Source: an optimization exercise on an open RTL-to-GDS flow (aim: small area and a short achievable clock period). Production flows keep margins and buffers that such runs may drop. Only simulation tests tie the RTL to the original design; equivalence was not proved. No activity file was given, so power comes from the tool's default toggle rates.

File: design.v
`timescale 1ns/1ns
package exe_pkg;
    localparam int xlen = 64;
    localparam int ilen = 32;
    localparam int reg_idx_w = 5;
    localparam int shamt_w = 6;
    localparam logic [6:0] opcode_system = 7'b1110011;
    typedef logic [xlen-1:0] data_t;
    typedef logic [ilen-1:0] inst_t;
    typedef logic [reg_idx_w-1:0] reg_idx_t;
    typedef enum logic [3:0] {
        alu_add, alu_sub, alu_and, alu_or, alu_xor,
        alu_slt, alu_sltu, alu_sll, alu_srl, alu_sra
    } alu_op_t;
    typedef enum logic [2:0] {
        cmp_none, cmp_eq, cmp_ne, cmp_lt, cmp_ge, cmp_ltu, cmp_geu
    } cmp_op_t;
    typedef enum logic [1:0] {
        asel_zero, asel_rs1, asel_pc
    } alu_asel_t;
    typedef enum logic [1:0] {
        bsel_zero, bsel_rs2, bsel_imm
    } alu_bsel_t;
    typedef enum logic [1:0] {
        csr_add, csr_or, csr_andnot
    } csr_op_t;
    typedef enum logic {
        csr_asel_zero, csr_asel_csr
    } csr_asel_t;
    typedef enum logic [1:0] {
        csr_bsel_zero, csr_bsel_rs1, csr_bsel_uimm
    } csr_bsel_t;
    typedef struct packed {
        alu_op_t   alu_op;
        cmp_op_t   cmp_op;
        alu_asel_t alu_asel;
        alu_bsel_t alu_bsel;
        csr_op_t   csr_op;
        csr_asel_t csr_asel;
        csr_bsel_t csr_bsel;
        logic      npc_sel;
        reg_idx_t  rd;
        logic      we_reg;
    } exe_ctrl_t;
endpackage
`timescale 1ns/1ns
module pfx_add #(
    parameter int W = 64,
    parameter int KIND = 0
) (
    input  logic [W-1:0] a,
    input  logic [W-1:0] b,
    input  logic         cin,
    output logic [W-1:0] sum,
    output logic [W-1:0] p_o,
    output logic [W-1:0] g_o,
    output logic         cout
);
    localparam int L = 6;
    logic [W-1:0] p0, g0;
    logic [W-1:0] gg [0:2*L+1];
    logic [W-1:0] pp [0:2*L+1];
    assign p0 = a ^ b;
    assign g0 = a & b;
    assign p_o = p0;
    assign g_o = g0;
    always_comb begin
        gg[0] = g0;
        pp[0] = p0;
        gg[0][0] = g0[0] | (p0[0] & cin);
    end
    genvar l, i;
    generate
        if (KIND == 0) begin : g_sk
            for (l = 0; l < L; l++) begin : lv
                for (i = 0; i < W; i++) begin : bt
                    if ((i >> l) & 1) begin : op
                        localparam int J = ((i >> l) << l) - 1;
                        assign gg[l+1][i] = gg[l][i] | (pp[l][i] & gg[l][J]);
                        assign pp[l+1][i] = pp[l][i] & pp[l][J];
                    end else begin : pass
                        assign gg[l+1][i] = gg[l][i];
                        assign pp[l+1][i] = pp[l][i];
                    end
                end
            end
            for (i = 0; i < W; i++) begin : fin
                assign gg[2*L+1][i] = gg[L][i];
            end
        end else if (KIND == 2) begin : g_ks
            for (l = 0; l < L; l++) begin : lv
                for (i = 0; i < W; i++) begin : bt
                    if (i >= (1 << l)) begin : op
                        assign gg[l+1][i] = gg[l][i] | (pp[l][i] & gg[l][i-(1<<l)]);
                        assign pp[l+1][i] = pp[l][i] & pp[l][i-(1<<l)];
                    end else begin : pass
                        assign gg[l+1][i] = gg[l][i];
                        assign pp[l+1][i] = pp[l][i];
                    end
                end
            end
            for (i = 0; i < W; i++) begin : fin
                assign gg[2*L+1][i] = gg[L][i];
            end
        end else if (KIND == 3) begin : g_hc
            for (i = 0; i < W; i++) begin : l0
                if (i % 2 == 1) begin : op
                    assign gg[1][i] = gg[0][i] | (pp[0][i] & gg[0][i-1]);
                    assign pp[1][i] = pp[0][i] & pp[0][i-1];
                end else begin : pass
                    assign gg[1][i] = gg[0][i];
                    assign pp[1][i] = pp[0][i];
                end
            end
            for (l = 1; l < L; l++) begin : lv
                for (i = 0; i < W; i++) begin : bt
                    if (i % 2 == 1 && i >= (1 << l) + 1) begin : op
                        assign gg[l+1][i] = gg[l][i] | (pp[l][i] & gg[l][i-(1<<l)]);
                        assign pp[l+1][i] = pp[l][i] & pp[l][i-(1<<l)];
                    end else begin : pass
                        assign gg[l+1][i] = gg[l][i];
                        assign pp[l+1][i] = pp[l][i];
                    end
                end
            end
            for (i = 0; i < W; i++) begin : fin
                if (i % 2 == 0 && i > 0) begin : op
                    assign gg[2*L+1][i] = gg[L][i] | (pp[L][i] & gg[L][i-1]);
                end else begin : pass
                    assign gg[2*L+1][i] = gg[L][i];
                end
            end
        end else begin : g_bk
            for (l = 0; l < L; l++) begin : up
                for (i = 0; i < W; i++) begin : bt
                    if ((i + 1) % (2 << l) == 0) begin : op
                        assign gg[l+1][i] = gg[l][i] | (pp[l][i] & gg[l][i-(1<<l)]);
                        assign pp[l+1][i] = pp[l][i] & pp[l][i-(1<<l)];
                    end else begin : pass
                        assign gg[l+1][i] = gg[l][i];
                        assign pp[l+1][i] = pp[l][i];
                    end
                end
            end
            for (l = L - 2; l >= 0; l--) begin : dn
                for (i = 0; i < W; i++) begin : bt
                    if ((i + 1) % (2 << l) == (1 << l) && i >= (2 << l)) begin : op
                        assign gg[2*L-1-l][i] = gg[2*L-2-l][i] | (pp[2*L-2-l][i] & gg[2*L-2-l][i-(1<<l)]);
                        assign pp[2*L-1-l][i] = pp[2*L-2-l][i] & pp[2*L-2-l][i-(1<<l)];
                    end else begin : pass
                        assign gg[2*L-1-l][i] = gg[2*L-2-l][i];
                        assign pp[2*L-1-l][i] = pp[2*L-2-l][i];
                    end
                end
            end
            for (i = 0; i < W; i++) begin : fin
                assign gg[2*L+1][i] = gg[2*L-1][i];
            end
        end
    endgenerate
    assign sum  = p0 ^ {gg[2*L+1][W-2:0], cin};
    assign cout = gg[2*L+1][W-1];
endmodule
module skl_carry #(
    parameter int W = 64
) (
    input  logic [W-1:0] p,
    input  logic [W-1:0] g,
    input  logic         cin,
    output logic [W:0]   c
);
    localparam int L = 6;
    logic [W-1:0] gg [0:L];
    logic [W-1:0] pp [0:L];
    logic [W-1:0] g2, p2;
    always_comb begin
        for (int i = 0; i < W; i++) begin
            g2[i] = 1'b0;
            p2[i] = 1'b0;
        end
        gg[0] = g;
        pp[0] = p;
        gg[0][0] = g[0] | (p[0] & cin);
        for (int l = 0; l < L; l++) begin
            gg[l+1] = gg[l];
            pp[l+1] = pp[l];
            for (int i = 0; i < W; i++) begin
                if ((i >> l) & 1) begin
                    if (i == 1) begin
                        gg[l+1][i] = (g[1] | (p[1] & g[0])) | ((p[1] & p[0]) & cin);
                        pp[l+1][i] = p[1] & p[0];
                    end else if (i == (1 << l)) begin
                        g2[i] = g[i] | (p[i] & g[i-1]);
                        p2[i] = p[i] & p[i-1];
                        gg[l+1][i] = g2[i] | (p2[i] & gg[l][i-2]);
                        pp[l+1][i] = p2[i] & pp[l][i-2];
                    end else begin
                        gg[l+1][i] = gg[l][i] | (pp[l][i] & gg[l][((i >> l) << l) - 1]);
                        pp[l+1][i] = pp[l][i] & pp[l][((i >> l) << l) - 1];
                    end
                end
            end
        end
        c[0] = cin;
        for (int i = 0; i < W; i++) c[i+1] = gg[L][i];
    end
endmodule
module cmp_tree #(
    parameter int W = 64
) (
    input  logic [W-1:0] a,
    input  logic [W-1:0] b,
    output logic         geu,
    output logic         eq
);
    localparam int L = 6;
    logic [W-1:0] gg [0:L];
    logic [W-1:0] pp [0:L];
    always_comb begin
        gg[0] = a & ~b;
        pp[0] = ~(a ^ b);
        gg[0][0] = a[0] | ~b[0];
    end
    genvar l, i;
    generate
        for (l = 0; l < L; l++) begin : lv
            for (i = 0; i < (W >> (l + 1)); i++) begin : nd
                assign gg[l+1][i] = gg[l][2*i+1] | (pp[l][2*i+1] & gg[l][2*i]);
                assign pp[l+1][i] = pp[l][2*i+1] & pp[l][2*i];
            end
            if (l < L) begin : pad
                assign gg[l+1][W-1:(W >> (l + 1))] = '0;
                assign pp[l+1][W-1:(W >> (l + 1))] = '0;
            end
        end
    endgenerate
    assign geu = gg[L][0];
    assign eq  = pp[L][0];
endmodule
module int_exec #(
    parameter int ADD_KIND = 0
) (
    input  exe_pkg::data_t     pc,
    input  exe_pkg::data_t     rs1_data,
    input  exe_pkg::data_t     rs2_data,
    input  exe_pkg::data_t     imm,
    input  logic [3:0]         alu_op,
    input  logic [1:0]         asel,
    input  logic [1:0]         bsel,
    input  logic [2:0]         cmp_op,
    output exe_pkg::data_t     alu_res,
    output logic               br_taken
);
    exe_pkg::data_t a, b, bx, sum, p, g, shin, shr, shl;
    logic sub, cout, left, fill, lt;
    logic [5:0] sh;
    logic geu, eq, bgeu, blt;
    assign a  = ({64{asel[0]}} & rs1_data) | ({64{asel[1]}} & pc);
    assign b  = ({64{bsel[0]}} & rs2_data) | ({64{bsel[1]}} & imm);
    assign sub = (alu_op == 4'd1) || (alu_op == 4'd5) || (alu_op == 4'd6);
    assign bx = b ^ {64{sub}};
    logic [64:0] c;
    exe_pkg::data_t x;
    assign x = a ^ bx;
    assign p = a | bx;
    assign g = a & bx;
    skl_carry #(.W(64)) carry_i (.p(p), .g(g), .cin(sub), .c(c));
    assign sum  = {x[63:1] ^ c[63:1], a[0] ^ b[0]};
    assign cout = c[64];
    assign lt = (alu_op == 4'd5) ? (~cout ^ a[63] ^ b[63]) : ~cout;
    assign sh   = bsel[1] ? imm[5:0] : (rs2_data[5:0] & {6{bsel[0]}});
    assign left = (alu_op == 4'd7);
    assign fill = (alu_op == 4'd9) & a[63];
    always_comb begin
        for (int k = 0; k < 64; k++) shin[k] = left ? a[63-k] : a[k];
    end
    assign shr = exe_pkg::data_t'($signed({fill, shin}) >>> sh);
    always_comb begin
        for (int k = 0; k < 64; k++) shl[k] = shr[63-k];
    end
    always_comb begin
        casez (alu_op)
            4'b000?: alu_res = sum;
            4'b0010: alu_res = g;
            4'b0011: alu_res = p;
            4'b0100: alu_res = x;
            4'b0101,
            4'b0110: alu_res = {63'd0, lt};
            4'b0111: alu_res = shl;
            default: alu_res = shr;
        endcase
    end
    cmp_tree #(.W(64)) cmp_i (.a(rs1_data), .b(rs2_data), .geu(geu), .eq(eq));
    assign bgeu = geu;
    assign blt  = ~geu ^ rs1_data[63] ^ rs2_data[63];
    always_comb begin
        case (cmp_op)
            3'd1:    br_taken = eq;
            3'd2:    br_taken = ~eq;
            3'd3:    br_taken = blt;
            3'd4:    br_taken = ~blt;
            3'd5:    br_taken = ~bgeu;
            3'd0:    br_taken = 1'b0;
            default: br_taken = bgeu;
        endcase
    end
endmodule
`timescale 1ns/1ns
module csr_exec #(
    parameter int ADD_KIND = 1
) (
    input  exe_pkg::inst_t     inst,
    input  exe_pkg::data_t     rs1_data,
    input  exe_pkg::data_t     csr_val,
    input  logic [1:0]         csr_op,
    input  logic               csr_asel,
    input  logic [1:0]         csr_bsel,
    output exe_pkg::data_t     csr_res
);
    exe_pkg::data_t ca, cb, sum, p, g;
    logic cout;
    assign ca = {64{csr_asel}} & csr_val;
    assign cb = ({64{csr_bsel[0]}} & rs1_data) | ({64{csr_bsel[1]}} & {59'd0, inst[19:15]});
    logic [64:0] c;
    exe_pkg::data_t x;
    assign x = ca ^ cb;
    assign p = ca | cb;
    assign g = ca & cb;
    skl_carry #(.W(64)) carry_i (.p(p), .g(g), .cin(1'b0), .c(c));
    assign sum  = x ^ c[63:0];
    assign cout = c[64];
    always_comb begin
        case (csr_op)
            2'd0:    csr_res = sum;
            2'd1:    csr_res = p;
            default: csr_res = ca & ~cb;
        endcase
    end
endmodule
`timescale 1ns/1ns
module exe_commit (
    input  logic                clk,
    input  logic                rst,
    input  logic                in_valid,
    input  logic                hold,
    input  logic                flush,
    input  exe_pkg::data_t      pc,
    input  exe_pkg::inst_t      inst,
    input  logic                npc_sel,
    input  logic [4:0]          rd,
    input  logic                we_reg,
    input  exe_pkg::data_t      alu_res,
    input  exe_pkg::data_t      csr_res,
    input  exe_pkg::data_t      csr_val,
    input  logic                br_taken,
    output logic                out_valid,
    output logic                out_redirect,
    output logic                out_we_reg,
    output exe_pkg::reg_idx_t   out_rd,
    output exe_pkg::data_t      out_pc,
    output exe_pkg::data_t      out_result,
    output exe_pkg::data_t      out_csr_result,
    output exe_pkg::data_t      out_npc
);
    logic           is_csr;
    logic           redirect;
    logic [61:0]    pc_inc;
    assign is_csr = (inst[6:0] == exe_pkg::opcode_system) && (inst[14:12] != 3'b000);
    assign redirect = npc_sel | br_taken;
    assign pc_inc   = pc[63:2] + 62'd1;
    logic keep, load, ld_alu_r, ld_csr_r, ld_red, ld_inc;
    assign keep = hold & ~rst & ~flush;
    assign load = ~hold & in_valid & ~rst & ~flush;
    assign ld_csr_r = load & is_csr;
    assign ld_alu_r = load & ~is_csr;
    assign ld_red   = load & redirect;
    assign ld_inc   = load & ~redirect;
    always_ff @(posedge clk) begin
        out_valid      <= (out_valid & keep) | load;
        out_redirect   <= (out_redirect & keep) | ld_red;
        out_we_reg     <= (out_we_reg & keep) | (we_reg & load);
        out_rd         <= (out_rd & {5{keep}}) | (rd & {5{load}});
        out_pc         <= (out_pc & {64{keep}}) | (pc & {64{load}});
        out_result     <= (out_result & {64{keep}}) | (csr_val & {64{ld_csr_r}})
                          | (alu_res & {64{ld_alu_r}});
        out_csr_result <= (out_csr_result & {64{keep}}) | (csr_res & {64{load}});
        out_npc        <= (out_npc & {64{keep}}) | (alu_res & {64{ld_red}})
                          | ({pc_inc, pc[1:0]} & {64{ld_inc}});
    end
endmodule
`timescale 1ns/1ns
module exe_stage (
    input  logic        clk,
    input  logic        rst,
    input  logic        in_valid,
    input  logic        hold,
    input  logic        flush,
    input  logic [63:0] pc,
    input  logic [31:0] inst,
    input  logic [63:0] rs1_data,
    input  logic [63:0] rs2_data,
    input  logic [63:0] imm,
    input  logic [63:0] csr_val,
    input  logic [22:0] ctrl,
    output logic        out_valid,
    output logic        out_redirect,
    output logic        out_we_reg,
    output logic [4:0]  out_rd,
    output logic [63:0] out_pc,
    output logic [63:0] out_result,
    output logic [63:0] out_csr_result,
    output logic [63:0] out_npc
);
    exe_pkg::exe_ctrl_t ctrl_s;
    exe_pkg::data_t     alu_res;
    exe_pkg::data_t     csr_res;
    logic               br_taken;
    assign ctrl_s = exe_pkg::exe_ctrl_t'(ctrl);
    int_exec int_exec_i (
        .pc       (pc),
        .rs1_data (rs1_data),
        .rs2_data (rs2_data),
        .imm      (imm),
        .alu_op   (ctrl[22:19]),
        .asel     (ctrl[15:14]),
        .bsel     (ctrl[13:12]),
        .cmp_op   (ctrl[18:16]),
        .alu_res  (alu_res),
        .br_taken (br_taken)
    );
    csr_exec csr_exec_i (
        .inst     (inst),
        .rs1_data (rs1_data),
        .csr_val  (csr_val),
        .csr_op   (ctrl[11:10]),
        .csr_asel (ctrl[9]),
        .csr_bsel (ctrl[8:7]),
        .csr_res  (csr_res)
    );
    exe_commit exe_commit_i (
        .clk            (clk),
        .rst            (rst),
        .in_valid       (in_valid),
        .hold           (hold),
        .flush          (flush),
        .pc             (pc),
        .inst           (inst),
        .npc_sel        (ctrl_s.npc_sel),
        .rd             (ctrl_s.rd),
        .we_reg         (ctrl_s.we_reg),
        .alu_res        (alu_res),
        .csr_res        (csr_res),
        .csr_val        (csr_val),
        .br_taken       (br_taken),
        .out_valid      (out_valid),
        .out_redirect   (out_redirect),
        .out_we_reg     (out_we_reg),
        .out_rd         (out_rd),
        .out_pc         (out_pc),
        .out_result     (out_result),
        .out_csr_result (out_csr_result),
        .out_npc        (out_npc)
    );
endmodule
File: flow/run.sh
#!/bin/bash
# Standard ORFS layout (the standard.sh), with the port buffers made of
# sky130_fd_sc_hd__buf_1 instead of the default delay buffer.
set -euo pipefail
cd "$(dirname "$0")/.."
bash standard.sh "BUFFER_PORTS_ARGS=-buffer_cell sky130_fd_sc_hd__buf_1" finish > make_finish.log 2>&1
File: standard.sh
#!/bin/bash
# synth_recipe.tcl (not shown) runs the flow's synth.tcl, then flattens the netlist and writes it again
# the make line also repeats each setting of config.mk as NAME=value (left out here)
make -C /OpenROAD-flow-scripts/flow DESIGN_CONFIG=/design/flow/config.mk WORK_HOME=/design/flow/orfs CLKGATE_MAP_FILE= SYNTH_SCRIPT=/design/flow/synth_recipe.tcl "${@:-finish}"
File: constraint.sdc
create_clock -name core_clock -period 7.0 [get_ports {clk}]
set_input_delay 1.4000 -clock core_clock [delete_from_list [all_inputs] [get_ports {clk}]]
set_output_delay 1.4000 -clock core_clock [all_outputs]
set_load 0.01 [all_outputs]
File: config.mk
export PLATFORM = sky130hd
export DESIGN_NAME = exe_stage
export DESIGN_NICKNAME = exe_stage
export VERILOG_FILES = /design/flow/design.v
export SDC_FILE = /design/flow/constraint.sdc
export NUM_CORES = 4
export LEC_CHECK = 0
export ABC_AREA = 1
export CAP_MARGIN = 20
export CORE_MARGIN = 2
export CORE_UTILIZATION = 45
export SETUP_SLACK_MARGIN = 3.5
export SLEW_MARGIN = 20
export TNS_END_PERCENT = 0
==> results of run 1 <==
routing by layer:
layer | share of wire | vias to the layer above | global-route usage
li1 | - | 20936 | -
met1 | 0.36 | 21914 | 0.636
met2 | 0.40 | 3636 | 0.734
met3 | 0.14 | 859 | 0.151
met4 | 0.10 | 14 | 0.412
met5 | 0.00044 | - | 0
final timing paths:
check	startpoint	end	depth (start not counted)
setup / recovery	rs1_data[62]	exe_commit_i.out_npc[11]	19
hold / removal	exe_commit_i.out_csr_result[9]	exe_commit_i.out_csr_result[9]	2
setup reg to reg	exe_commit_i.out_npc[50]	exe_commit_i.out_npc[50]	5
hold reg to reg	exe_commit_i.out_csr_result[9]	exe_commit_i.out_csr_result[9]	2
worst max-delay path: cells and delay by family:
family / cells / cell delay [ns]
AO/OA/AOI/OAI: 1 / 0.11
buffers and inverters: 2 / 0.50
AND/OR/NAND/NOR: 16 / 2.61
cells in the mapped netlist, types with 22 or more instances:
master	instances
nand2_1	1918
nand3_1	964
inv_1	808
ha_1	384
o21ai_0	329
dfxtp_1	264
a21oi_1	257
nor2_1	215
clkbuf_1	154
buf_2	77
nand4_1	76
xor2_1	70
xnor2_1	56
o21bai_1	45
buf_1	41
o21ai_1	36
nor3_1	31
a221oi_1	27
nor4_1	27
nand3b_1	24
o22ai_1	22
cell families after synthesis:
logic type | Yosys count | synth area share
fa+ha+maj | 385 | 0.139
buf+inv | 1116 | 0.126
simple gates | 3313 | 0.410
compound gates | 849 | 0.141
flops | 264 | 0.152
xor+xnor | 126 | 0.0317
layout make-up:
type	count	area [um2]	area share
Tap cell	1030	1290	0.0298
Clock buffer	48	963	0.0222
Timing Repair inverter	2	20.0	0.000462
Antenna cell	11	27.5	0.000636
Timing Repair Buffer	836	4720	0.109
Multi-Input combinational cell	4691	27700	0.639
Clock inverter	13	171	0.00396
Inverter	822	3160	0.0730
Sequential cell	264	5290	0.122
power by group:
| part | internal, mW | switching, mW | total, mW |
|---|---|---|---|
| sequential | 1.54 | 0.0282 | 1.57 |
| combinational | 1.09 | 2.51 | 3.60 |
| clock | 1.05 | 0.800 | 1.85 |
| total | 3.68 | 3.34 | 7.02 |
what timing repair did:
item / 4_1_cts / 5_1_grt
endpoints found under the hold margin: 0 / 0
setup endpoints to repair: 185 / 193
gates resized for setup: 448 / 244
pin swaps: 74 / 101
buffers inserted: 78 / 26
gates cloned: 22 / 4
stage by stage:
step	setup slack [ns]	util	instance area (um2)
4_1_cts	3.15	0.552	42000
2_1_floorplan	2.97	-	35100
6_report	2.86	0.568	43300
3_5_place_dp	1.09	0.502	38300
3_3_place_gp	1.21	0.502	38300
5_1_grt	2.91	0.568	43300
==> run notes, run 1 <==
Die width = 282 um
Port-buffer cells = 626
Maximum buffer depth of the clock tree = 3
WL final = 214000 um
Hold_ws = 0.451 ns
Worst Setup End Kind = flop
Clock-pin slew of the registers on the worst-case setup and hold paths = 0.06 ns
First-pass GRT wire length = 294000 um
Drt via density = 6.14
Yosys top cell area share = 0.207
Max Cap Violations = 0
Critical-path maximum fanout = 3
Final setup fails = 0
Antenna-violating nets left = 0
Period minus WS final = 4.14 ns
Vias in the first global route = 42287
Core Area = 76200 um2
Leakage power = 21.7 nW
Avg Cell Area, Syn = 5.75 um2
Top Ports = 644
Power Dens Cells = 162 nW/um2
First DRT Iteration DRCs = 7169
Syn_nets = 6818
Syn Inst Count = 6053
Clock Sinks = 264
Worst path slowest cell = nand2_1
Slew @ Worst Pin = 1.10 ns
Critical path class = input pin to flop
Final TNS setup = 0 ns
Total power = 7.02 mW
Final HPWL DP = 163000 um
Hold_buf cts = 0
Yosys cell types = 58
Global route total overflow = 0
YS warnings = 147
Row Count = 101
Status = timing/DRC/antenna clean
Drt drc = 0
Cell count after placement = 7515
Starting Density = 0.457
CTS Buf Count = 34
HP Class = flop to flop
CTS tree = yes
Layout area overhead = 24.5%
RSZ-0062 raised after global routing = yes
Number of synthesized flops with an enable pin = 0
Routed via count = 47359
Final Hold Viols = 0
Synth area leaders = nand2_1 21%, dfxtp_1 15%, nand3_1 14%
Period utilisation layout = 0.592
Seq/Total Area, Yosys = 0.152
Worst-Skew Late Latency = 0.57 ns
# fillers = 7943
Flop2flop setup slack = 6.14 ns
Die ar. = 79600 um2
RD Place Congestion = 1.15
Non-filler cells, final = 7717
Commonest cells after routing, fill and taps aside = 1809 x nand2_1, 885 x nand3_1, 771 x inv_1
Worst clock skew = 0 ns
Worst vdd ir = 0.224 mV
Root Driver = clkbuf_16
CP Cell Sequence = buf_1, nand2_1, nand2_1, nand2_1, nand2_1, nand2_1, nand2_1, nand2_1, nand3_1, nand3_1, nand3_1, nand2_1, nand2_1, nand3_2, nand3_1, o21ai_2, inv_1, nand2_1, nand3_1
Layout cells sized above 1 = 0.122
All-layer global routing usage = 0.513
Vert. Die Dim = 282 um
Final Max Slew Viols = 0
WP data arrival = 4.65 ns
CP required = 7.50 ns
Cell taking the most area after synthesis = nand2_1
Flops & latches, synth = 264
Initial antenna violation count = 19
Layout Nets = 7416
CP peak stage delay = 0.43 ns
Fmax achieved = 0.241 GHz
Drt first pass iters = 12
Most common flop cell mapped by yosys = dfxtp_1
Per-cell routed wire length = 27.7 um
Critical Path Most Common Cell = nand2_1
Largest net degree at the start of global routing = 167
Worst Setup Start Kind = input pin
H-tree levels = 2
Ys async rst share = 0
Normalized max-slew margin = 0.265
Most common cell after layout, fill and taps aside = nand2_1
Mapped Area = 34800 um2
==> run 2: changes to the inputs <==
--- a/design.v
+++ b/design.v
@@ -253,3 +253,3 @@
 );
-    exe_pkg::data_t a, b, bx, sum, p, g, shin, shr, shl;
+    exe_pkg::data_t a, b, bx, p, g, shr, shl;
     logic sub, cout, left, fill, lt;
@@ -267,3 +267,2 @@
     skl_carry #(.W(64)) carry_i (.p(p), .g(g), .cin(sub), .c(c));
-    assign sum  = {x[63:1] ^ c[63:1], a[0] ^ b[0]};
     assign cout = c[64];
@@ -271,8 +270,22 @@
     assign sh   = bsel[1] ? imm[5:0] : (rs2_data[5:0] & {6{bsel[0]}});
-    assign left = (alu_op == 4'd7);
-    assign fill = (alu_op == 4'd9) & a[63];
+    assign left = ~alu_op[3];
+    assign fill = alu_op[3] & alu_op[0] & a[63];
+    exe_pkg::data_t sl [0:6];
     always_comb begin
-        for (int k = 0; k < 64; k++) shin[k] = left ? a[63-k] : a[k];
+        for (int k = 0; k < 64; k++) begin
+            case ({left, sh[0]})
+                2'b00: sl[1][k] = a[k];
+                2'b01: sl[1][k] = (k < 63) ? a[k+1] : fill;
+                2'b10: sl[1][k] = a[63-k];
+                default: sl[1][k] = (k < 63) ? a[62-k] : fill;
+            endcase
+        end
+        for (int l = 1; l < 6; l++) begin
+            for (int k = 0; k < 64; k++) begin
+                if (k + (1 << l) < 64) sl[l+1][k] = sh[l] ? sl[l][k + (1 << l)] : sl[l][k];
+                else                   sl[l+1][k] = sh[l] ? fill : sl[l][k];
+            end
+        end
     end
-    assign shr = exe_pkg::data_t'($signed({fill, shin}) >>> sh);
+    assign shr = sl[6];
     always_comb begin
@@ -280,8 +293,14 @@
     end
+    exe_pkg::data_t xpart, tpart, arith;
+    logic op_add, op_and, op_or, op_xor;
+    assign op_add = (alu_op[3:1] == 3'b000);
+    assign op_and = (alu_op == 4'd2);
+    assign op_or  = (alu_op == 4'd3);
+    assign op_xor = (alu_op == 4'd4);
+    assign xpart = x & {64{op_add | op_or | op_xor}};
+    assign tpart = ({c[63:1], 1'b0} & {64{op_add}}) | (g & {64{op_and | op_or}});
+    assign arith = {xpart[63:1] ^ tpart[63:1],
+                    op_add ? (a[0] ^ b[0]) : (xpart[0] ^ tpart[0])};
     always_comb begin
         casez (alu_op)
-            4'b000?: alu_res = sum;
-            4'b0010: alu_res = g;
-            4'b0011: alu_res = p;
-            4'b0100: alu_res = x;
             4'b0101,
@@ -289,3 +308,4 @@
             4'b0111: alu_res = shl;
-            default: alu_res = shr;
+            4'b1???: alu_res = shr;
+            default: alu_res = arith;
         endcase
@@ -331,9 +351,3 @@
     assign cout = c[64];
-    always_comb begin
-        case (csr_op)
-            2'd0:    csr_res = sum;
-            2'd1:    csr_res = p;
-            default: csr_res = ca & ~cb;
-        endcase
-    end
+    assign csr_res = (csr_op[1] ? ca : x) ^ ((csr_op == 2'd0) ? c[63:0] : g);
 endmodule
==> run notes, run 2 <==
Footprint of the multi-input gates = 25500 um2 (was 27700 um2)
Critical Path Source = rs2_data[31] (was rs1_data[62])
Hold Path Origin = exe_commit_i.out_valid (was exe_commit_i.out_csr_result[9])
Slew @ Worst Pin = 1.12 ns (was 1.10 ns)
Global route total overflow = 0 (unchanged)
Worst clock skew = 0 ns (unchanged)
Syn_nets = 6602 (was 6818)
Final Hold Viols = 0 (unchanged)
Drt via density = 5.85 (was 6.14)
Vert. Die Dim = 276 um (was 282 um)
Worst Setup End Kind = flop (unchanged)
HP Class = flop to flop (unchanged)
Synth top cells by count = 2087 x nand2_1, 886 x nand3_1, 717 x inv_1 (was 1918 x nand2_1, 964 x nand3_1, 808 x inv_1)
Drt drc = 0 (unchanged)
Critical Path Most Common Cell = nand2_1 (unchanged)
Power Dens Cells = 161 nW/um2 (was 162 nW/um2)
Layout area overhead = 20.1% (was 24.5%)
Worst-Skew Late Latency = 0.57 ns (about the same)
Most common cell after layout, fill and taps aside = nand2_1 (unchanged)
Max Cap Violations = 0 (unchanged)
Die width = 276 um (was 282 um)
WL final = 184000 um (was 214000 um)
Hold Path Depth = 2 (unchanged)
Period utilisation layout = 0.607 (was 0.592)
All-layer global routing usage = 0.456 (was 0.513)
WP data arrival = 4.76 ns (was 4.65 ns)
Commonest cells after routing, fill and taps aside = 2035 x nand2_1, 851 x nand3_1, 702 x inv_1 (was 1809 x nand2_1, 885 x nand3_1, 771 x inv_1)
Starting Density = 0.455 (was 0.457)
Most common cell in the netlist = nand2_1 (unchanged)
Sequential Area = 5290 um2 (unchanged)
Mapped Area = 33300 um2 (was 34800 um2)
CTS tree = yes (unchanged)
Syn Inst Count = 5899 (was 6053)
Leakage power = 20.1 nW (was 21.7 nW)
Flop2flop setup slack = 6.18 ns (was 6.14 ns)
Status = timing/DRC/antenna clean (unchanged)
Final setup fails = 0 (unchanged)
Crit Reg-Reg Endpoint = exe_commit_i.out_result[44] (was exe_commit_i.out_npc[50])
Normalized max-slew margin = 0.251 (was 0.265)
# fillers = 7935 (was 7943)
Die ar. = 76300 um2 (was 79600 um2)
Antenna-violating nets left = 0 (unchanged)
CP Cell Sequence = buf_2, inv_2, ha_1, nand2_1, inv_1, nor2_1, o21a_1, nand2_1, a21oi_1, nand2_2, nand2_2, nand2_1, nand2_1, nand3_1, nand3_1, nand2_2, a21oi_4, buf_8, nand2_1, nand3_1 (was buf_1, nand2_1, nand2_1, nand2_1, nand2_1, nand2_1, nand2_1, nand2_1, nand3_1, nand3_1, nand3_1, nand2_1, nand2_1, nand3_2, nand3_1, o21ai_2, inv_1, nand2_1, nand3_1)
Flops & latches, synth = 264 (unchanged)
CTS Buf Count = 28 (was 34)
Port-buffer cells = 626 (unchanged)
First DRT Iteration DRCs = 4939 (was 7169)
Worst setup path endpoint = exe_commit_i.out_npc[23] (was exe_commit_i.out_npc[11])
CP Buf/Inv Count = 4 (was 2)
Layout Nets = 7133 (was 7416)
Most common flop cell mapped by yosys = dfxtp_1 (unchanged)
Period minus WS final = 4.25 ns (was 4.14 ns)
Final HPWL DP = 143000 um (was 163000 um)
Clock-pin slew of the registers on the worst-case setup and hold paths = 0.06 ns (about the same)
Yosys cell types = 56 (was 58)
Worst R2R Start = exe_commit_i.out_result[44] (was exe_commit_i.out_npc[50])
Cell taking the most area after synthesis = nand2_1 (unchanged)
Hold_ws = 0.447 ns (was 0.451 ns)
RD Place Congestion = 1.05 (was 1.15)
Yosys top cell area share = 0.235 (was 0.207)
Number of synthesized flops with an enable pin = 0 (unchanged)
Seq/Total Area, Yosys = 0.159 (was 0.152)
RSZ-0062 raised after global routing = yes (unchanged)
YS warnings = 147 (unchanged)
Routed via count = 43387 (was 47359)
Worst Setup Start Kind = input pin (unchanged)
Vias in the first global route = 39285 (was 42287)
Core Area = 73200 um2 (was 76200 um2)
Avg Cell Area, Syn = 5.65 um2 (was 5.75 um2)
Layout cells sized above 1 = 0.0885 (was 0.122)
Clock Sinks = 264 (unchanged)
Initial antenna violation count = 14 (was 19)
First-pass GRT wire length = 261000 um (was 294000 um)
Per-cell routed wire length = 24.8 um (was 27.7 um)
Levels on crit path = 20 (was 19)
Root Driver = clkbuf_16 (unchanged)
Fmax achieved = 0.235 GHz (was 0.241 GHz)
Synth area leaders = nand2_1 23%, dfxtp_1 16%, nand3_1 13% (was nand2_1 21%, dfxtp_1 15%, nand3_1 14%)
Largest net degree at the start of global routing = 125 (was 167)
H-tree levels = 1 (was 2)
R2R cell count = 3 (was 5)
Drt first pass iters = 8 (was 12)
Worst vdd ir = 0.221 mV (was 0.224 mV)
Final TNS setup = 0 ns (unchanged)
Final Max Slew Viols = 0 (unchanged)
Worst path slowest cell = buf_8 (was nand2_1)
Top Ports = 644 (unchanged)
CP peak stage delay = 0.41 ns (was 0.43 ns)
Maximum buffer depth of the clock tree = 3 (unchanged)
CP required = 7.51 ns (was 7.50 ns)
Critical-path maximum fanout = 65 (was 3)
Row Count = 99 (was 101)
Critical path class = input pin to flop (unchanged)
Cell family with the largest share of critical-path delay = simple AND/OR/NAND/NOR gates (unchanged)
Ys async rst share = 0 (unchanged)
[run 2: layout make-up]
| cell class | count | share of cell area |
|---|---|---|
| timing repair buffer | 781 | 0.103 |
| timing repair inverter | 2 | 0.000469 |
| antenna | 12 | 0.000750 |
| sequential | 264 | 0.132 |
| clock buffer | 37 | 0.0204 |
| multi-input combinational | 4607 | 0.638 |
| inverter | 746 | 0.0717 |
| tap | 959 | 0.0300 |
| clock inverter | 14 | 0.00460 |
[run 2: routing by layer]
layer	track usage	vias to the layer above	part of all wire
met3	0.106	502	0.11
met5	0	-	0.000054
li1	-	20182	-
met4	0.342	2	0.091
met2	0.692	2728	0.41
met1	0.562	19973	0.38
[run 2: timing repair]
action	4_1_cts	5_1_grt
endpoints found under the setup margin	182	184
pin swaps	42	46
hold buffers	0	0
buffers inserted	55	20
gates resized for setup	289	100
gates cloned	11	5
[run 2: cell families after synthesis]
| logic type | Yosys count | share of synthesized area |
|---|---|---|
| AO/OA/AOI/OAI | 749 | 0.129 |
| buffers and inverters | 1038 | 0.122 |
| AND/OR/NAND/NOR | 3407 | 0.438 |
| adder cells (fa/ha/maj) | 323 | 0.121 |
| XOR/XNOR | 118 | 0.0310 |
| flip-flops | 264 | 0.159 |
[run 2: worst min-delay path by stage]
| stage | to | slack, ns |
|---|---|---|
| 4_1_cts | exe_commit_i.out_valid | 0.45 |
| 3_3_place_gp | exe_commit_i.out_valid | 0.43 |
| 2_1_floorplan | exe_commit_i.out_valid | 0.47 |
| 6_report | exe_commit_i.out_valid | 0.45 |
| 5_1_grt | exe_commit_i.out_valid | 0.46 |
| 3_5_place_dp | exe_commit_i.out_valid | 0.43 |
[run 2: tightest hold or removal path: stages, from the launching register on]
cell,delay (ns)
dfxtp_1,0.32
nand2_1,0.05
nand2_1,0.04
[run 2: per-stage QoR]
| stage | utilization | instances | area, um2 | power (mW) | worst slack [ns] |
|---|---|---|---|---|---|
| after floorplan | - | 5899 | 33600 | 3.32 | 3.03 |
| after global placement | 0.499 | 7268 | 36500 | 4.32 | 1.10 |
| after detailed placement | 0.499 | 7268 | 36500 | 4.33 | 1.04 |
| after CTS | 0.538 | 7385 | 39400 | 6.24 | 2.97 |
| after global routing | 0.546 | 7413 | 40000 | 6.72 | 2.71 |
| final | 0.547 | 7422 | 40000 | 6.44 | 2.75 |
[run 2: power by group]
group	internal, mW	switching, mW
clock	0.966	0.694
sequential	1.54	0.0275
combinational	0.976	2.24
==> run 3: changes to the inputs <==
--- a/config.mk
+++ b/config.mk
@@ -11,3 +11,3 @@
 export CORE_UTILIZATION = 45
-export SETUP_SLACK_MARGIN = 3.5
+export SETUP_SLACK_MARGIN = 3
 export SLEW_MARGIN = 20
==> run notes, run 3 <==
Most common cell after layout, fill and taps aside = nand2_1 (unchanged)
Worst clock skew = 0 ns (unchanged)
Critical-path maximum fanout = 13 (was 65)
Yosys cell types = 56 (unchanged)
H-tree levels = 1 (unchanged)
CTS Buf Count = 29 (was 28)
Initial antenna violation count = 24 (was 14)
Die ar. = 76300 um2 (unchanged)
Leakage power = 20.7 nW (was 20.1 nW)
Avg Cell Area, Syn = 5.65 um2 (unchanged)
Mapped Area = 33300 um2 (unchanged)
Layout area overhead = 24.4% (was 20.1%)
HP Class = flop to flop (unchanged)
Starting Density = 0.455 (unchanged)
Worst Setup Start Kind = input pin (unchanged)
Clock Sinks = 264 (unchanged)
Post-synthesis simple-gate area fraction = 0.438 (unchanged)
Total power = 6.73 mW (was 6.44 mW)
First DRT Iteration DRCs = 5061 (was 4939)
Crit Reg-Reg Endpoint = exe_commit_i.out_result[39] (was exe_commit_i.out_result[44])
Critical path class = input pin to flop (unchanged)
Syn_nets = 6602 (unchanged)
YS warnings = 147 (unchanged)
Most common flop cell mapped by yosys = dfxtp_1 (unchanged)
Antenna-violating nets left = 0 (unchanged)
Ys async rst share = 0 (unchanged)
Worst vdd ir = 0.185 mV (was 0.221 mV)
Period minus WS final = 4.15 ns (was 4.25 ns)
CTS tree = yes (unchanged)
Period utilisation layout = 0.593 (was 0.607)
Mux contribution to synthesized area = 0 (unchanged)
Slew @ Worst Pin = 1.29 ns (was 1.12 ns)
Synth top cells by count = 2087 x nand2_1, 886 x nand3_1, 717 x inv_1 (unchanged)
Worst R2R Start = exe_commit_i.out_result[39] (was exe_commit_i.out_result[44])
Worst setup path endpoint = exe_commit_i.out_result[45] (was exe_commit_i.out_npc[23])
Final HPWL DP = 144000 um (was 143000 um)
Yosys top cell area share = 0.235 (unchanged)
R2R cell count = 3 (unchanged)
Clock-pin slew of the registers on the worst-case setup and hold paths = 0.07 ns (was 0.06 ns)
WL final = 187000 um (was 184000 um)
Cell taking the most area after synthesis = nand2_1 (unchanged)
RD Place Congestion = 1.05 (about the same)
Worst-Skew Late Latency = 0.58 ns (was 0.57 ns)
Layout Nets = 7172 (was 7133)
Vert. Die Dim = 276 um (unchanged)
First-pass GRT wire length = 262000 um (was 261000 um)
Worst path slowest cell = nand4_1 (was buf_8)
Top Ports = 644 (unchanged)
Status = timing/DRC/antenna clean (unchanged)
Drt first pass iters = 6 (was 8)
Synth Area in Compound Gates = 0.129 (unchanged)
WP data arrival = 4.63 ns (was 4.76 ns)
Commonest cells after routing, fill and taps aside = 1985 x nand2_1, 785 x nand3_1, 693 x inv_1 (was 2035 x nand2_1, 851 x nand3_1, 702 x inv_1)
Vias in the first global route = 39481 (was 39285)
Synth area leaders = nand2_1 23%, dfxtp_1 16%, nand3_1 13% (unchanged)
Synth Area in Adders = 0.121 (unchanged)
DP Area = 36600 um2 (was 36500 um2)
Post-route cell area = 41500 um2 (was 40000 um2)
Normalized max-slew margin = 0.141 (was 0.251)
All-layer global routing usage = 0.460 (was 0.456)
Maximum buffer depth of the clock tree = 3 (unchanged)
Number of synthesized flops with an enable pin = 0 (unchanged)
Final setup fails = 0 (unchanged)
Flops & latches, synth = 264 (unchanged)
Fmax achieved = 0.241 GHz (was 0.235 GHz)
Row Count = 99 (unchanged)
Flop2flop setup slack = 6.18 ns (about the same)
Final TNS setup = 0 ns (unchanged)
Drt via density = 5.90 (was 5.85)
Final Util = 0.567 (was 0.547)
Root Driver = clkbuf_16 (unchanged)
Global route total overflow = 0 (unchanged)
CP Cell Sequence = buf_12, buf_12, nand2_2, nand2_4, o21ai_4, inv_2, ha_4, buf_4, inv_1, buf_8, nand4_1, nand3_1, nand3_1, nand3_1, nand2_1, nand2_1, nand3_1, nand3_1, nand2_1, inv_1, nand3_2, nand2_1, nand2_1 (was buf_2, inv_2, ha_1, nand2_1, inv_1, nor2_1, o21a_1, nand2_1, a21oi_1, nand2_2, nand2_2, nand2_1, nand2_1, nand3_1, nand3_1, nand2_2, a21oi_4, buf_8, nand2_1, nand3_1)
CP required = 7.48 ns (was 7.51 ns)
Max Cap Violations = 0 (unchanged)
Main combinational cell family by area after synthesis = simple AND/OR/NAND/NOR gates (unchanged)
Largest net degree at the start of global routing = 182 (was 125)
Layout cells sized above 1 = 0.122 (was 0.0885)
Critical Path Source = ctrl[13] (was rs2_data[31])
Most common cell in the netlist = nand2_1 (unchanged)
Routed via count = 44012 (was 43387)
Core Area = 73200 um2 (unchanged)
Syn Inst Count = 5899 (unchanged)
Final Hold Viols = 0 (unchanged)
Die width = 276 um (unchanged)
CP peak stage delay = 0.26 ns (was 0.41 ns)
Drt drc = 0 (unchanged)
Post-Synth XOR/XNOR Area = 0.0310 (unchanged)
Final Max Slew Viols = 0 (unchanged)
Final worst slack = 2.85 ns (was 2.75 ns)
Setup WS pre-CTS = 1.27 ns (was 1.04 ns)
Per-cell routed wire length = 25.1 um (was 24.8 um)
Power Dens Cells = 162 nW/um2 (was 161 nW/um2)
Worst Setup End Kind = flop (unchanged)
Port-buffer cells = 626 (unchanged)
Hold_buf cts = 0 (unchanged)
Seq/Total Area, Yosys = 0.159 (unchanged)
RSZ-0062 raised after global routing = yes (unchanged)
-- run 3: layout make-up --
type	count	area [um2]
diodes	13	32.5
clock buffers	35	768
clock inverters	19	318
fillers	7706	31700
inverters	746	2870
multi-input cells	4599	26300
flip-flops and latches	264	5290
well taps	959	1200
repair buffers	828	4730
repair inverters	1	8.76
-- run 3: how the worst min path moves through the flow --
stage                                    start                               to  slack [ns]  cells after the start
6_report                exe_commit_i.out_valid           exe_commit_i.out_valid        0.45                      2
3_3_place_gp            exe_commit_i.out_valid           exe_commit_i.out_valid        0.43                      2
5_1_grt        exe_commit_i.out_csr_result[29]  exe_commit_i.out_csr_result[29]        0.46                      2
3_5_place_dp            exe_commit_i.out_valid           exe_commit_i.out_valid        0.43                      2
2_1_floorplan           exe_commit_i.out_valid           exe_commit_i.out_valid        0.47                      2
4_1_cts                 exe_commit_i.out_valid           exe_commit_i.out_valid        0.45                      2
-- run 3: kinds of logic after synthesis --
kind of cell | after synthesis
XOR/XNOR | 118
AND/OR/NAND/NOR | 3407
flip-flops | 264
AO/OA/AOI/OAI | 749
adder cells (fa/ha/maj) | 323
buffers and inverters | 1038
-- run 3: through the flow --
stage          hold WS (ns)  instances
2_1_floorplan         0.472       5899
3_3_place_gp          0.428       7296
3_5_place_dp          0.431       7296
4_1_cts               0.447       7402
5_1_grt               0.465       7453
6_report              0.450       7464
-- run 3: power breakdown --
group | switching, mW | internal (mW)
combinational | 2.31 | 1.04
clock | 0.725 | 1.08
sequential | 0.0274 | 1.54
total | 3.06 | 3.67
-- run 3: routing by layer --
metal  track usage  wire (um)
met1         0.550      68800
met2         0.684      75500
met3         0.125      22400
met5             0        164
met4         0.388      20400
-- run 3: timing repair --
item,4_1_cts,5_1_grt
gates resized for setup,258,393
cloned,11,10
pin swaps,34,119
endpoints found under the setup margin,151,161
buffers inserted,41,39
-- run 3: critical path: cells and delay by family --
kind	cells	cell delay (ns)
AOI/OAI and AO/OA	1	0.13
adders and majority gates	1	0.19
buffers and inverters	7	1.05
and+or+nand+nor	14	1.84
==> run 4: changes to the inputs <==
--- a/config.mk
+++ b/config.mk
@@ -10,4 +10,4 @@
 export CORE_MARGIN = 2
-export CORE_UTILIZATION = 45
-export SETUP_SLACK_MARGIN = 3
+export CORE_UTILIZATION = 40
+export SETUP_SLACK_MARGIN = 4
 export SLEW_MARGIN = 20
==> run notes, run 4 <==
Status = timing/DRC/antenna clean (unchanged)
Port-buffer cells = 626 (unchanged)
Power Dens Cells = 166 nW/um2 (was 162 nW/um2)
Worst Setup End Kind = flop (unchanged)
Drt first pass iters = 9 (was 6)
Avg Cell Area, Syn = 5.65 um2 (unchanged)
Final Max Slew Viols = 0 (unchanged)
All-layer global routing usage = 0.421 (was 0.460)
H-tree levels = 2 (was 1)
Fmax achieved = 0.243 GHz (was 0.241 GHz)
Commonest cells after routing, fill and taps aside = 1999 x nand2_1, 837 x nand3_1, 700 x inv_1 (was 1985 x nand2_1, 785 x nand3_1, 693 x inv_1)
Die ar. = 85700 um2 (was 76300 um2)
Critical path class = input pin to flop (unchanged)
YS warnings = 147 (unchanged)
CP required = 7.47 ns (was 7.48 ns)
Most common flop cell mapped by yosys = dfxtp_1 (unchanged)
WL final = 189000 um (was 187000 um)
Slew @ Worst Pin = 1.18 ns (was 1.29 ns)
Critical Path Most Common Cell = nand2_2
Maximum buffer depth of the clock tree = 3 (unchanged)
Number of synthesized flops with an enable pin = 0 (unchanged)
CTS Buf Count = 34 (was 29)
Starting Density = 0.405 (was 0.455)
Critical-path maximum fanout = 6 (was 13)
Period utilisation layout = 0.587 (was 0.593)
Clock-pin slew of the registers on the worst-case setup and hold paths = 0.06 ns (was 0.07 ns)
WP data arrival = 4.57 ns (was 4.63 ns)
Layout area overhead = 22.4% (was 24.4%)
Seq/Total Area, Yosys = 0.159 (unchanged)
Syn Inst Count = 5899 (unchanged)
Leakage power = 20.4 nW (was 20.7 nW)
Hold_ws = 0.451 ns (was 0.450 ns)
Die width = 293 um (was 276 um)
First DRT Iteration DRCs = 4793 (was 5061)
Yosys top cell area share = 0.235 (unchanged)
Worst clock skew = 0 ns (unchanged)
Top Ports = 644 (unchanged)
Worst-Skew Late Latency = 0.57 ns (was 0.58 ns)
CTS tree = yes (unchanged)
Most common cell after layout, fill and taps aside = nand2_1 (unchanged)
Cell taking the most area after synthesis = nand2_1 (unchanged)
Worst Setup Start Kind = input pin (unchanged)
Synth area leaders = nand2_1 23%, dfxtp_1 16%, nand3_1 13% (unchanged)
Ys async rst share = 0 (unchanged)
Max Cap Violations = 0 (unchanged)
Flops & latches, synth = 264 (unchanged)
Synth top cells by count = 2087 x nand2_1, 886 x nand3_1, 717 x inv_1 (unchanged)
Layout Nets = 7140 (was 7172)
Yosys cell types = 56 (unchanged)
Root Driver = clkbuf_16 (unchanged)
Worst vdd ir = 0.155 mV (was 0.185 mV)
Final TNS setup = 0 ns (unchanged)
Layout cells sized above 1 = 0.102 (was 0.122)
Final HPWL DP = 147000 um (was 144000 um)
Largest net degree at the start of global routing = 146 (was 182)
Syn_nets = 6602 (unchanged)
Global route total overflow = 0 (unchanged)
Normalized max-slew margin = 0.214 (was 0.141)
Mapped Area = 33300 um2 (unchanged)
Final setup fails = 0 (unchanged)
RSZ-0062 raised after global routing = yes (unchanged)
HP Class = flop to flop (unchanged)
Drt via density = 5.70 (was 5.90)
Worst path slowest cell = a21oi_4 (was nand4_1)
Most common cell in the netlist = nand2_1 (unchanged)
Antenna-violating nets left = 0 (unchanged)
Final Hold Viols = 0 (unchanged)
Vert. Die Dim = 293 um (was 276 um)
Row Count = 105 (was 99)
CP peak stage delay = 0.23 ns (was 0.26 ns)
Vias in the first global route = 39055 (was 39481)
Initial antenna violation count = 18 (was 24)
Routed via count = 42992 (was 44012)
Drt drc = 0 (unchanged)
Period minus WS final = 4.11 ns (was 4.15 ns)
RD Place Congestion = 1.06 (was 1.05)
First-pass GRT wire length = 265000 um (was 262000 um)
# fillers = 8995 (was 7706)
Clock Sinks = 264 (unchanged)
Core Area = 82200 um2 (was 73200 um2)
Per-cell routed wire length = 25.1 um (about the same)
-- run 4: cell counts after synthesis --
No cell type changed its count.
-- run 4: layout make-up --
| type | count | area [um2] | share of cell area |
|---|---|---|---|
| flip-flops and latches | 264 | 5290 | 0.130 |
| repair inverters | 2 | 16.3 | 0.000399 |
| well taps | 1070 | 1340 | 0.0328 |
| repair buffers | 782 | 4270 | 0.105 |
| clock inverters | 13 | 228 | 0.00558 |
| multi-input cells | 4607 | 25800 | 0.632 |
| inverters | 746 | 2880 | 0.0706 |
| clock buffers | 47 | 1000 | 0.0245 |
| diodes | 7 | 17.5 | 0.000429 |
-- run 4: timing repair --
action	4_1_cts	5_1_grt
gates resized for setup	285	212
pin swaps	49	61
endpoints found under the hold margin	0	0
cloned	16	2
buffers inserted	49	31
hold buffers	0	0
endpoints found under the setup margin	236	251
-- run 4: layer usage --
layer / vias up / part of all wire / global-route usage
li1: 20176 / - / -
met1: 19752 / 0.39 / 0.517
met2: 2491 / 0.41 / 0.633
met3: 555 / 0.11 / 0.103
met4: 18 / 0.093 / 0.324
met5: - / 0.00061 / 0
-- run 4: through the flow --
stage	util	setup WS [ns]	area, um2	instances	power (mW)
final	0.496	2.89	40800	7538	6.78
after global routing	0.496	2.83	40800	7534	7.07
after detailed placement	0.445	1.18	36600	7372	4.34
after floorplan	-	3.03	33600	5899	3.32
after CTS	0.482	3.00	39700	7497	6.53
after global placement	0.445	1.22	36600	7372	4.32
-- run 4: worst max-delay path: cells and delay by family --
kind | cells | cell delay (ns)
and+or+nand+nor | 14 | 1.66
adders and majority gates | 1 | 0.17
buffers and inverters | 5 | 0.60
xor gates and xnor gates | 1 | 0.11
AOI/OAI and AO/OA | 4 | 0.59
-- run 4: cells by family after synthesis --
group / after synthesis / share of synthesized area
buffers and inverters: 1038 / 0.122
XOR/XNOR: 118 / 0.0310
AND/OR/NAND/NOR: 3407 / 0.438
AO/OA/AOI/OAI: 749 / 0.129
adder cells (fa/ha/maj): 323 / 0.121
flip-flops: 264 / 0.159
-- run 4: path summary, 6_finish.rpt --
path | start | end | slack [ns] | depth (start not counted)
hold / removal | exe_commit_i.out_csr_result[54] | exe_commit_i.out_csr_result[54] | 0.45 | 2
setup / recovery | ctrl[22] | exe_commit_i.out_result[51] | 2.89 | 25
setup reg to reg | exe_commit_i.out_result[46] | exe_commit_i.out_result[46] | 6.17 | 3
hold reg to reg | exe_commit_i.out_csr_result[54] | exe_commit_i.out_csr_result[54] | 0.45 | 2
-- run 4: where the power goes --
part	switching (mW)	internal [mW]	leakage, nW	total (mW)
clock	0.781	1.19	0.591	1.97
combinational	2.25	0.985	17.6	3.23
sequential	0.0277	1.54	2.14	1.57
==> run 5: changes to the inputs <==
--- a/config.mk
+++ b/config.mk
@@ -13,2 +13,2 @@
 export SLEW_MARGIN = 20
-export TNS_END_PERCENT = 0
+export TNS_END_PERCENT = 5
==> run notes, run 5 <==
Status = timing/DRC/antenna clean (unchanged)
Number of synthesized flops with an enable pin = 0 (unchanged)
Cell taking the most area after synthesis = nand2_1 (unchanged)
Drt via density = 5.75 (was 5.70)
Root Driver = clkbuf_16 (unchanged)
CP peak stage delay = 0.33 ns (was 0.23 ns)
Setup WS pre-CTS = 0.989 ns (was 1.18 ns)
Die width = 293 um (unchanged)
Final Util = 0.502 (was 0.496)
Worst Setup End Kind = flop (unchanged)
Die ar. = 85700 um2 (unchanged)
Cell family with the largest share of critical-path delay = simple AND/OR/NAND/NOR gates (unchanged)
Final setup fails = 0 (unchanged)
Syn Inst Count = 5899 (unchanged)
Fmax achieved = 0.240 GHz (was 0.243 GHz)
Hold Path Origin = exe_commit_i.out_csr_result[57] (was exe_commit_i.out_csr_result[54])
Largest net degree at the start of global routing = 137 (was 146)
Yosys cell types = 56 (unchanged)
Mapped Area = 33300 um2 (unchanged)
Layout Nets = 7165 (was 7140)
Most common cell in the netlist = nand2_1 (unchanged)
Post-synthesis simple-gate area fraction = 0.438 (unchanged)
Period minus WS final = 4.17 ns (was 4.11 ns)
Clock Sinks = 264 (unchanged)
Post-Synth XOR/XNOR Area = 0.0310 (unchanged)
Final Hold Viols = 0 (unchanged)
Worst Setup Start Kind = input pin (unchanged)
Layout cells sized above 1 = 0.108 (was 0.102)
Hold Path Depth = 2 (unchanged)
Final Max Slew Viols = 0 (unchanged)
Flops & latches, synth = 264 (unchanged)
Maximum buffer depth of the clock tree = 3 (unchanged)
End point of the worst hold path = exe_commit_i.out_csr_result[57] (was exe_commit_i.out_csr_result[54])
Drt drc = 0 (unchanged)
Synth Area in Compound Gates = 0.129 (unchanged)
H-tree levels = 2 (unchanged)
Most common cell after layout, fill and taps aside = nand2_1 (unchanged)
Initial antenna violation count = 17 (was 18)
Slew @ Worst Pin = 1.18 ns (about the same)
WP data arrival = 4.67 ns (was 4.57 ns)
Port-buffer cells = 626 (unchanged)
First DRT Iteration DRCs = 5419 (was 4793)
First-pass GRT wire length = 266000 um (was 265000 um)
Routed via count = 43533 (was 42992)
RSZ-0062 raised after global routing = yes (unchanged)
CTS Buf Count = 35 (was 34)
Worst clock skew = 0 ns (unchanged)
Mux contribution to synthesized area = 0 (unchanged)
Starting Density = 0.405 (unchanged)
Drt first pass iters = 7 (was 9)
Final HPWL DP = 148000 um (was 147000 um)
Row Count = 105 (unchanged)
Worst-Skew Late Latency = 0.56 ns (was 0.57 ns)
Main combinational cell family by area after synthesis = simple AND/OR/NAND/NOR gates (unchanged)
Synth area leaders = nand2_1 23%, dfxtp_1 16%, nand3_1 13% (unchanged)
CP Cell Sequence = buf_6, nor2_4, nand2_4, nand2_8, buf_12, xnor2_2, inv_1, ha_1, o21bai_4, a221oi_4, nand2_4, a21oi_4, nand2_8, buf_4, nand3_1, nand2_1, o21ai_1, nand3_2, nand3_4, nand2_1, nand2_1
Critical-path maximum fanout = 8 (was 6)
Seq/Total Area, Yosys = 0.159 (unchanged)
Leakage power = 20.5 nW (was 20.4 nW)
Ys async rst share = 0 (unchanged)
Worst vdd ir = 0.151 mV (was 0.155 mV)
Antenna-violating nets left = 0 (unchanged)
Yosys top cell area share = 0.235 (unchanged)
Flop2flop setup slack = 6.13 ns (was 6.17 ns)
CTS tree = yes (unchanged)
Normalized max-slew margin = 0.205 (was 0.214)
Core Area = 82200 um2 (unchanged)
WL final = 192000 um (was 189000 um)
Global route total overflow = 0 (unchanged)
R2R cell count = 4 (was 3)
Critical Path Most Common Cell = nand2_1 (was nand2_2)
Worst R2R Start = exe_commit_i.out_npc[49] (was exe_commit_i.out_result[46])
HP Class = flop to flop (unchanged)
CP required = 7.51 ns (was 7.47 ns)
Vias in the first global route = 39412 (was 39055)
Per-cell routed wire length = 25.3 um (was 25.1 um)
Max Cap Violations = 0 (unchanged)
Period utilisation layout = 0.595 (was 0.587)
Synth Area in Adders = 0.121 (unchanged)
Layout area overhead = 23.9% (was 22.4%)
Syn_nets = 6602 (unchanged)
Total power = 6.79 mW (was 6.78 mW)
Top Ports = 644 (unchanged)
Clock-pin slew of the registers on the worst-case setup and hold paths = 0.05 ns (was 0.06 ns)
Commonest cells after routing, fill and taps aside = 2009 x nand2_1, 846 x nand3_1, 694 x inv_1 (was 1999 x nand2_1, 837 x nand3_1, 700 x inv_1)
Power Dens Cells = 164 nW/um2 (was 166 nW/um2)
Avg Cell Area, Syn = 5.65 um2 (unchanged)
Crit Reg-Reg Endpoint = exe_commit_i.out_npc[49] (was exe_commit_i.out_result[46])
Final worst slack = 2.83 ns (was 2.89 ns)
CP Buf/Inv Count = 4 (was 5)
YS warnings = 147 (unchanged)
Worst path slowest cell = a21oi_4 (unchanged)
Most common flop cell mapped by yosys = dfxtp_1 (unchanged)
RD Place Congestion = 1.04 (was 1.06)
Vert. Die Dim = 293 um (unchanged)
All-layer global routing usage = 0.421 (about the same)
Critical path class = input pin to flop (unchanged)
Final TNS setup = 0 ns (unchanged)
Synth top cells by count = 2087 x nand2_1, 886 x nand3_1, 717 x inv_1 (unchanged)
[run 5: cell counts after synthesis]
Identical to the previous run, type by type.
[run 5: where the power goes]
part	switching [mW]	internal, mW	leakage (nW)
logic	2.30	1.01	17.8
clock network	0.795	1.11	0.572
registers	0.0280	1.54	2.14
total	3.12	3.66	20.5
[run 5: repair_timing]
action / in CTS / in global routing
endpoints found under the hold margin: 0 / 0
endpoints found under the setup margin: 217 / 219
setup buffers: 53 / 51
pin swaps: 39 / 65
gates cloned: 9 / 8
gates resized for setup: 286 / 250
hold buffers: 0 / 0
[run 5: cell families (layout without fill, tap and decap cells)]
group                      after synthesis  count (layout)
buffers and inverters                 1038            1619
xor gates and xnor gates               118             118
and+or+nand+nor                       3407            3414
other                                    0               9
DFF                                    264             264
adders and majority gates              323             323
AOI/OAI and AO/OA                      749             749
[run 5: final cells by class]
class	instances	area (um2)
well taps	1070	1340
fillers	8959	40900
clock buffers	50	1030
repair buffers	811	4660
clock inverters	12	151
inverters	746	2870
flip-flops and latches	264	5290
multi-input cells	4604	25900
diodes	9	22.5
[run 5: per-layer routing]
metal | vias to the layer above | share of wire | global-route usage
met5 | - | 0.00043 | 0
met4 | 14 | 0.094 | 0.310
li1 | 20260 | - | -
met2 | 2562 | 0.41 | 0.637
met3 | 547 | 0.11 | 0.0876
met1 | 20150 | 0.39 | 0.529
[run 5: metrics by stage]
step	cell area, um2	instances	hold slack (ns)
6_report	41300	7566	0.444
5_1_grt	41300	7559	0.467
4_1_cts	39700	7497	0.451
3_5_place_dp	36700	7373	0.438
3_3_place_gp	36700	7373	0.428
2_1_floorplan	33600	5899	0.472
[run 5: worst max path at each step]
stage	start	cells past startpoint	slack, ns	to
2_1_floorplan	ctrl[20]	25	3.03	exe_commit_i.out_result[50]
3_3_place_gp	ctrl[22]	22	1.05	exe_commit_i.out_result[0]
3_5_place_dp	ctrl[22]	22	0.99	exe_commit_i.out_result[0]
4_1_cts	ctrl[14]	22	2.94	exe_commit_i.out_result[41]
5_1_grt	ctrl[22]	22	2.80	exe_commit_i.out_result[46]
6_report	ctrl[19]	21	2.83	exe_commit_i.out_result[0]
[run 5: worst reg2reg max path, delay by kind of cell (launching register included)]
family / cells / cell delay, ns
AND/OR/NAND/NOR: 2 / 0.13
flip-flops: 1 / 0.53
buffers and inverters: 1 / 0.05
AO/OA/AOI/OAI: 1 / 0.11
==> run 6: changes to the inputs <==
--- a/config.mk
+++ b/config.mk
@@ -11,4 +11,5 @@
 export CORE_UTILIZATION = 40
+export PLACE_DENSITY = 0.65
 export SETUP_SLACK_MARGIN = 4
 export SLEW_MARGIN = 20
-export TNS_END_PERCENT = 5
+export TNS_END_PERCENT = 0
==> run notes, run 6 <==
Non-filler cells, final = 7553 (was 7566)
Critical path class = input pin to flop (unchanged)
Avg Cell Area, Syn = 5.65 um2 (unchanged)
Clock Sinks = 264 (unchanged)
Final worst slack = 2.93 ns (was 2.83 ns)
Mapped Area = 33300 um2 (unchanged)
Fmax achieved = 0.245 GHz (was 0.240 GHz)
Post-route cell area = 41100 um2 (was 41300 um2)
RD Place Congestion = 1.06 (was 1.04)
GRT busiest layer = met2 (unchanged)
Most common flop cell mapped by yosys = dfxtp_1 (unchanged)
Cell count after placement = 7384 (was 7373)
Critical Path Most Common Cell = nand2_1 (unchanged)
Flop2flop setup slack = 6.20 ns (was 6.13 ns)
Worst setup path endpoint = exe_commit_i.out_result[45] (was exe_commit_i.out_result[0])
Critical-path maximum fanout = 12 (was 8)
GR Util met1 = 0.530 (was 0.529)
GR Util met3 = 0.0961 (was 0.0876)
Status = timing/DRC/antenna clean (unchanged)
Worst R2R Start = exe_commit_i.out_result[39] (was exe_commit_i.out_npc[49])
Vert. Die Dim = 293 um (unchanged)
Starting Density = 0.405 (unchanged)
Footprint of the multi-input gates = 26000 um2 (was 25900 um2)
First DRT Iteration DRCs = 5236 (was 5419)
Root Driver = clkbuf_16 (unchanged)
Normalized max-slew margin = 0.346 (was 0.205)
Row Count = 105 (unchanged)
CTS tree = yes (unchanged)
WP data arrival = 4.54 ns (was 4.67 ns)
Seq/Total Area, Yosys = 0.159 (unchanged)
Routed via count = 43649 (was 43533)
Drt drc = 0 (unchanged)
Most common cell after layout, fill and taps aside = nand2_1 (unchanged)
Layout area overhead = 23.4% (was 23.9%)
Flops & latches, synth = 264 (unchanged)
Max Cap Violations = 0 (unchanged)
Final setup fails = 0 (unchanged)
Worst Setup Start Kind = input pin (unchanged)
Worst Setup End Kind = flop (unchanged)
Core Area = 82200 um2 (unchanged)
Leakage power = 20.5 nW (about the same)
Worst vdd ir = 0.218 mV (was 0.151 mV)
Die width = 293 um (unchanged)
Crit Reg-Reg Endpoint = exe_commit_i.out_result[39] (was exe_commit_i.out_npc[49])
HP Class = flop to flop (unchanged)
CP Cell Sequence = clkbuf_16, nand2_1, nand2_2, o21ai_2, buf_4, inv_2, ha_4, buf_12, buf_8, a21oi_2, nand3_2, nand3_2, nand3_1, nand3_1, nand2_1, nand2_1, nand3_1, nand3_1, nand2_1, inv_1, nand3_4, nand2_1, nand2_1 (was buf_6, nor2_4, nand2_4, nand2_8, buf_12, xnor2_2, inv_1, ha_1, o21bai_4, a221oi_4, nand2_4, a21oi_4, nand2_8, buf_4, nand3_1, nand2_1, o21ai_1, nand3_2, nand3_4, nand2_1, nand2_1)
Layout Nets = 7148 (was 7165)
Worst path slowest cell = ha_4 (was a21oi_4)
H-tree levels = 1 (was 2)
RSZ-0062 raised after global routing = yes (unchanged)
CTS Buf Count = 29 (was 35)
Initial antenna violation count = 20 (was 17)
Drt via density = 5.78 (was 5.75)
Most common cell in the netlist = nand2_1 (unchanged)
Layout cells sized above 1 = 0.113 (was 0.108)
WL final = 192000 um (about the same)
Drt first pass iters = 8 (was 7)
Largest net degree at the start of global routing = 123 (was 137)
First-pass GRT wire length = 269000 um (was 266000 um)
Yosys top cell area share = 0.235 (unchanged)
Port-buffer cells = 626 (unchanged)
Per-cell routed wire length = 25.4 um (was 25.3 um)
Syn Inst Count = 5899 (unchanged)
Final Util = 0.500 (was 0.502)
Period utilisation layout = 0.582 (was 0.595)
Clock-pin slew of the registers on the worst-case setup and hold paths = 0.06 ns (was 0.05 ns)
Power Dens Cells = 160 nW/um2 (was 164 nW/um2)
Syn_nets = 6602 (unchanged)
Final TNS setup = 0 ns (unchanged)
Cell taking the most area after synthesis = nand2_1 (unchanged)
Vias in the first global route = 39683 (was 39412)
Final HPWL DP = 149000 um (was 148000 um)
Slew @ Worst Pin = 0.981 ns (was 1.18 ns)
Final Max Slew Viols = 0 (unchanged)
Synth top cells by count = 2087 x nand2_1, 886 x nand3_1, 717 x inv_1 (unchanged)
# fillers = 8871 (was 8959)
Period minus WS final = 4.07 ns (was 4.17 ns)
Hold_buf cts = 0 (unchanged)
Ys async rst share = 0 (unchanged)
Number of synthesized flops with an enable pin = 0 (unchanged)
Worst clock skew = 0 ns (unchanged)
Global route total overflow = 0 (unchanged)
Sequential Area = 5290 um2 (unchanged)
Antenna-violating nets left = 0 (unchanged)
Final Hold Viols = 0 (unchanged)
Hold_ws = 0.449 ns (was 0.444 ns)
CP peak stage delay = 0.23 ns (was 0.33 ns)
Total power = 6.60 mW (was 6.79 mW)
Critical Path Source = ctrl[13] (was ctrl[19])
YS warnings = 147 (unchanged)
Die ar. = 85700 um2 (unchanged)
Worst-Skew Late Latency = 0.58 ns (was 0.56 ns)
DP Area = 36800 um2 (was 36700 um2)
Setup WS pre-CTS = 1.32 ns (was 0.989 ns)
Yosys cell types = 56 (unchanged)
All-layer global routing usage = 0.427 (was 0.421)
CP required = 7.46 ns (was 7.51 ns)
Top Ports = 644 (unchanged)
Synth area leaders = nand2_1 23%, dfxtp_1 16%, nand3_1 13% (unchanged)
Commonest cells after routing, fill and taps aside = 2000 x nand2_1, 807 x nand3_1, 700 x inv_1 (was 2009 x nand2_1, 846 x nand3_1, 694 x inv_1)
Maximum buffer depth of the clock tree = 3 (unchanged)
R2R cell count = 3 (was 4)
Met2 Resource Use GR = 0.645 (was 0.637)
==> run 6: cell counts after synthesis <==
Identical to the previous run, type by type.
==> run 6: cell families (layout without fill, tap and decap cells) <==
kind of cell               Yosys count  after routing  share of synthesized area
other                                0             19                          0
DFF                                264            264                      0.159
buffers and inverters             1038           1597                      0.122
AOI/OAI and AO/OA                  749            750                      0.129
and+or+nand+nor                   3407           3412                      0.438
adders and majority gates          323            323                      0.121
xor gates and xnor gates           118            118                     0.0310
==> run 6: metal layers <==
layer | wire length [um] | share of wire | up-vias
met2 | 79400 | 0.41 | 2676
met4 | 18000 | 0.094 | 18
met1 | 73500 | 0.38 | 20128
met3 | 21100 | 0.11 | 630
met5 | 118 | 0.00061 | -
li1 | - | - | 20197
==> run 6: how the worst min path moves through the flow <==
stage | cells past startpoint | endpoint | slack (ns) | startpoint
2_1_floorplan | 2 | exe_commit_i.out_valid | 0.47 | exe_commit_i.out_valid
3_3_place_gp | 2 | exe_commit_i.out_valid | 0.43 | exe_commit_i.out_valid
3_5_place_dp | 2 | exe_commit_i.out_csr_result[58] | 0.44 | exe_commit_i.out_csr_result[58]
4_1_cts | 2 | exe_commit_i.out_result[4] | 0.45 | exe_commit_i.out_result[4]
5_1_grt | 2 | exe_commit_i.out_csr_result[49] | 0.47 | exe_commit_i.out_csr_result[49]
6_report | 2 | exe_commit_i.out_result[4] | 0.45 | exe_commit_i.out_result[4]
==> run 6: timing repair <==
item | 4_1_cts | 5_1_grt
endpoints found under the setup margin | 240 | 240
gates resized for setup | 324 | 209
gates cloned | 17 | 4
buffers inserted | 54 | 24
pin swaps | 56 | 68
==> run 6: critical path, delay by kind of cell <==
kind / cells / cell delay [ns]
adder cells (fa/ha/maj): 1 / 0.23
AND/OR/NAND/NOR: 14 / 1.77
buffers and inverters: 6 / 0.90
AO/OA/AOI/OAI: 2 / 0.21
==> run 6: where the power goes <==
| part | internal [mW] | switching, mW |
|---|---|---|
| Clock | 0.970 | 0.703 |
| Sequential | 1.54 | 0.0287 |
| Combinational | 1.04 | 2.31 |
==> run 6: layout make-up <==
cell class,count,area share
Antenna cell,19,0.00116
Clock buffer,37,0.0198
Tap cell,1070,0.0325
Multi-Input combinational cell,4603,0.632
Timing Repair Buffer,799,0.112
Inverter,746,0.0695
Sequential cell,264,0.128
Clock inverter,13,0.00459
Timing Repair inverter,2,0.000334

[re-timing with driven ports]
Ports are ideal in the flow. The routed layouts listed here were re-timed in OpenROAD. Step 1, drivers: a clkbuf_16 drives clk and a buf_2 each remaining input, both assumed. Step 2 also shifts input and output timing later by t, the mid clock arrival at the registers, as if the neighbouring blocks saw the same clock. Three values: ideal ports, drivers, drivers and shift; two values: the first two.
run | t, ns | setup slack, ns
run 1 | 0.647 | 2.855 / 2.904 / 2.257
run 2 | 0.636 | 2.751 / 2.735 / 2.099
run 3 | 0.649 | 2.848 / 2.855 / 2.206
run 4 | 0.629 | 2.892 / 2.915 / 2.286
run 5 | 0.628 | 2.833 / 2.861 / 2.233
run 6 | 0.642 | 2.925 / 2.949 / 2.307
After both steps setup and hold are still met in every run listed.
